From an optimization exercise on the open Yosys and OpenROAD flow, aimed at small area, a short achievable clock period and few clock cycles; shortcuts taken in it are not production practice.
Power is estimated from default activity; no workload was simulated.

==> module mcu_test_sequencer, before the edit <==
module mcu_test_sequencer #(
  parameter int unsigned DEPTH     = 64,
  parameter int unsigned ADDR_W    = $clog2(DEPTH),
  parameter int unsigned DATA_W    = 16,
  parameter bit          SIGN_EXT  = 1'b1,
  parameter int unsigned ROM_LAT   = 1,
  parameter logic [31:0] FINISH_PC = 32'h64,
  parameter int unsigned TIMEOUT   = 20'hFFFFF,
  parameter int unsigned CNT_W     = 20
) (
  input  logic              clk_sys,
  input  logic              rst_sync,
  input  logic              start,
  output logic [ADDR_W-1:0] rom_addr,
  input  logic [DATA_W-1:0] rom_rdata,
  output logic [ADDR_W-1:0] ram_addr,
  output logic              ram_we,
  output logic [DATA_W-1:0] ram_wdata,
  output logic              cpu_rst,
  input  logic [31:0]       cpu_pc,
  input  logic [31:0]       cpu_mem_addr,
  input  logic              cpu_mem_we,
  input  logic [31:0]       cpu_mem_wdata,
  output logic [31:0]       cpu_mem_rdata,
  output logic              busy,
  output logic              done,
  output logic              timeout_err,
  output logic [CNT_W-1:0]  cycle_cnt
);
  localparam logic [ADDR_W-1:0] IDX_LAST = ADDR_W'(DEPTH - 1);
  localparam logic [CNT_W-1:0]  RUN_LAST = CNT_W'(TIMEOUT - 1);
  localparam logic [31:0]       EXT_MASK =
    (DATA_W >= 32) ? 32'h0 : ~((32'h1 << DATA_W) - 32'h1);
  logic st_start_q, st_load_q, st_run_q, st_wb_q, st_done_q, st_err_q;
  logic st_start_d, st_load_d, st_run_d, st_wb_d, st_done_d, st_err_d;
  logic [ADDR_W-1:0] idx_q, idx_d;
  logic [CNT_W-1:0]  cnt_q, cnt_d;
  logic [7:0]        ilo_n_q, rhi_n_q, lhi_n_q;
  logic [31:0]       mem_q [DEPTH];
  logic [31:0]       ext_rdata;
  logic [31:0]       wdata;
  logic              cpu_in_range;
  logic              unused_byte_lane;
  logic              finish, tmo, go, idx_last, run_we;
  logic [5:0]        a;
  localparam int unsigned RD_SLICES = 8;
  localparam int unsigned RD_BITS   = 32 / RD_SLICES;
  logic [7:0]        sel_lo [RD_SLICES];
  logic [7:0]        sel_hi [RD_SLICES];
  logic [7:0]        wr_lo, wr_hi;
  logic [DEPTH-1:0]  wsel;
  logic [31:0]       rdata;
  assign ext_rdata = (SIGN_EXT && rom_rdata[DATA_W-1]) ? (32'(rom_rdata) | EXT_MASK)
                                                       : 32'(rom_rdata);
  assign a                = cpu_mem_addr[7:2];
  assign unused_byte_lane = ^cpu_mem_addr[1:0];
  mcu_test_sequencer_zero24 u_range (.x(cpu_mem_addr[31:8]), .zero(cpu_in_range));
  assign finish   = (cpu_pc == FINISH_PC);
  assign tmo      = (cnt_q == RUN_LAST);
  assign go       = (st_done_q | st_err_q) & start;
  assign idx_last = (idx_q == IDX_LAST);
  assign run_we   = st_run_q & cpu_mem_we;
  always_comb begin
    st_start_d = 1'b0;
    st_load_d  = go | st_start_q | (st_load_q & ~idx_last);
    st_run_d   = (st_load_q & idx_last) | (st_run_q & ~finish & ~tmo);
    st_wb_d    = (st_run_q & finish) | (st_wb_q & ~idx_last);
    st_done_d  = (st_wb_q & idx_last) | (st_done_q & ~start);
    st_err_d   = (st_run_q & ~finish & tmo) | (st_err_q & ~start);
  end
  always_comb begin
    idx_d = idx_q;
    if (st_start_q | go | ((st_load_q | st_wb_q) & ~idx_last) | (st_run_q & finish))
      idx_d = st_start_q ? '0 : idx_q + 1'b1;
  end
  always_comb begin
    cnt_d = cnt_q;
    if (st_load_q)     cnt_d = '0;
    else if (st_run_q) cnt_d = cnt_q + 1'b1;
  end
  for (genvar s = 0; s < RD_SLICES; s++) begin : g_slice
    mcu_test_sequencer_dec u_rd (.a(a), .en_lo(st_run_q), .en_hi(st_run_q), .ok(cpu_in_range),
                                 .alt_lo_n(ilo_n_q), .alt_hi_n(rhi_n_q),
                                 .sel_lo(sel_lo[s]), .sel_hi(sel_hi[s]));
  end
  mcu_test_sequencer_dec u_wr (.a(a), .en_lo(st_run_q), .en_hi(run_we), .ok(cpu_in_range),
                               .alt_lo_n(ilo_n_q), .alt_hi_n(lhi_n_q),
                               .sel_lo(wr_lo), .sel_hi(wr_hi));
  always_comb begin
    for (int i = 0; i < DEPTH; i++) wsel[i] = wr_lo[i % 8] & wr_hi[i / 8];
  end
  assign wdata = st_load_q ? ext_rdata : cpu_mem_wdata;
  for (genvar b = 0; b < 32; b++) begin : g_rd
    logic [7:0] grp_bit;
    for (genvar g = 0; g < 8; g++) begin : g_grp
      logic [7:0] word_bit;
      for (genvar j = 0; j < 8; j++) begin : g_w
        assign word_bit[j] = mem_q[8*g+j][b];
      end
      mcu_test_sequencer_ao8 u_lo (.sel(sel_lo[b / RD_BITS]), .d(word_bit), .y(grp_bit[g]));
    end
    mcu_test_sequencer_ao8 u_hi (.sel(sel_hi[b / RD_BITS]), .d(grp_bit), .y(rdata[b]));
  end
  always_ff @(posedge clk_sys or posedge rst_sync) begin
    if (rst_sync) begin
      st_start_q <= 1'b1;
      st_load_q  <= 1'b0;
      st_run_q   <= 1'b0;
      st_wb_q    <= 1'b0;
      st_done_q  <= 1'b0;
      st_err_q   <= 1'b0;
    end else begin
      st_start_q <= st_start_d;
      st_load_q  <= st_load_d;
      st_run_q   <= st_run_d;
      st_wb_q    <= st_wb_d;
      st_done_q  <= st_done_d;
      st_err_q   <= st_err_d;
    end
  end
  always_ff @(posedge clk_sys) begin
    idx_q <= idx_d;
    cnt_q <= cnt_d;
    for (int j = 0; j < 8; j++) begin
      ilo_n_q[j] <= ~(~st_run_d & (idx_d[2:0] == 3'(j)));
      rhi_n_q[j] <= ~(st_wb_d   & (idx_d[5:3] == 3'(j)));
      lhi_n_q[j] <= ~(st_load_d & (idx_d[5:3] == 3'(j)));
    end
  end
  always_ff @(posedge clk_sys) begin
    for (int i = 0; i < DEPTH; i++)
      if (wsel[i]) mem_q[i] <= wdata;
  end
  assign rom_addr      = st_start_q ? '0 : idx_q + 1'b1;
  assign ram_addr      = idx_q;
  assign ram_wdata     = rdata[DATA_W-1:0];
  assign cpu_mem_rdata = rdata;
  assign ram_we        = st_wb_q;
  assign cpu_rst       = ~st_run_q;
  assign busy          = st_load_q | st_run_q | st_wb_q;
  assign done          = st_done_q;
  assign timeout_err   = st_err_q;
  assign cycle_cnt     = cnt_q;
endmodule
export LEC_CHECK = 0
export CAP_MARGIN = 20
export CORE_MARGIN = 2
export CORE_UTILIZATION = 50
export CTS_CLUSTER_DIAMETER = 100
export CTS_CLUSTER_SIZE = 24
export SETUP_SLACK_MARGIN = 2.0
export SLEW_MARGIN = 20
export SYNTH_HIERARCHICAL = 1
create_clock -name core_clock -period 6.5 [get_ports {clk_sys}]
standard.sh (not shown) runs the stock make flow with config.mk's settings and CLKGATE_MAP_FILE= SYNTH_SCRIPT=/design/flow/synth_recipe.tcl, a recipe that flattens the netlist after the stock synthesis.
==> flow/flow/run.sh <==
#!/bin/bash
# Standard layout, with the ports buffered by plain buffers (buf_1) instead of
# the default delay buffers.
set -euo pipefail
bash standard.sh "BUFFER_PORTS_ARGS=-buffer_cell sky130_fd_sc_hd__buf_1" finish > standard_flow.log 2>&1
The starting point went through all stages and came out clean.
Then changed:
--- a/flow/design.v
+++ b/flow/design.v
@@ -44,5 +44,5 @@
   logic              finish, tmo, go, idx_last, run_we;
   logic [5:0]        a;
-  localparam int unsigned RD_SLICES = 8;
+  localparam int unsigned RD_SLICES = 4;
   localparam int unsigned RD_BITS   = 32 / RD_SLICES;
   logic [7:0]        sel_lo [RD_SLICES];
What happened: Clock power drops by about 2%; worst setup slack degrades by 0.15 ns; first-iteration DRC count climbs by about 5%; core utilization climbs by 0.40 points; clock skew climbs by 0.0044 ns; total power drops by about 0.4%; final area drops by about 0.5%; combinational power is about the same; routed wire length drops by 0.99%.
Function was not checked in any run of this note: the RTL went through the layout flow alone.

-- separate check: timing with driven ports --
No port has a modelled driver above. Below, the same layouts with a new extraction and two added sets of constraints.
Step 1, drivers: a clkbuf_16 drives clk_sys and a buf_2 each remaining input, both assumed.
Step 2 times the ports against the registers' clock, not the clock port: input delays grow and output delays shrink by t, the midpoint of the rising clock arrivals with the driver on.
Three values: ideal, step 1, step 2; two values: the first two.
run	t (ns)	slack for setup (ns)	hold slack, ns	worst setup path at the end
the first run	0.844	1.790 / 1.445 / 1.445	0.522 / 0.522 / 0.522	input to output
the second run	0.822	1.639 / 1.468 / 1.468	0.430 / 0.371 / 0.513	input to output
After both steps setup and hold are still met in every run listed. For the first run, which loses most, drivers alone change the setup slack by -0.345 ns; drivers and shift together by -0.345 ns.
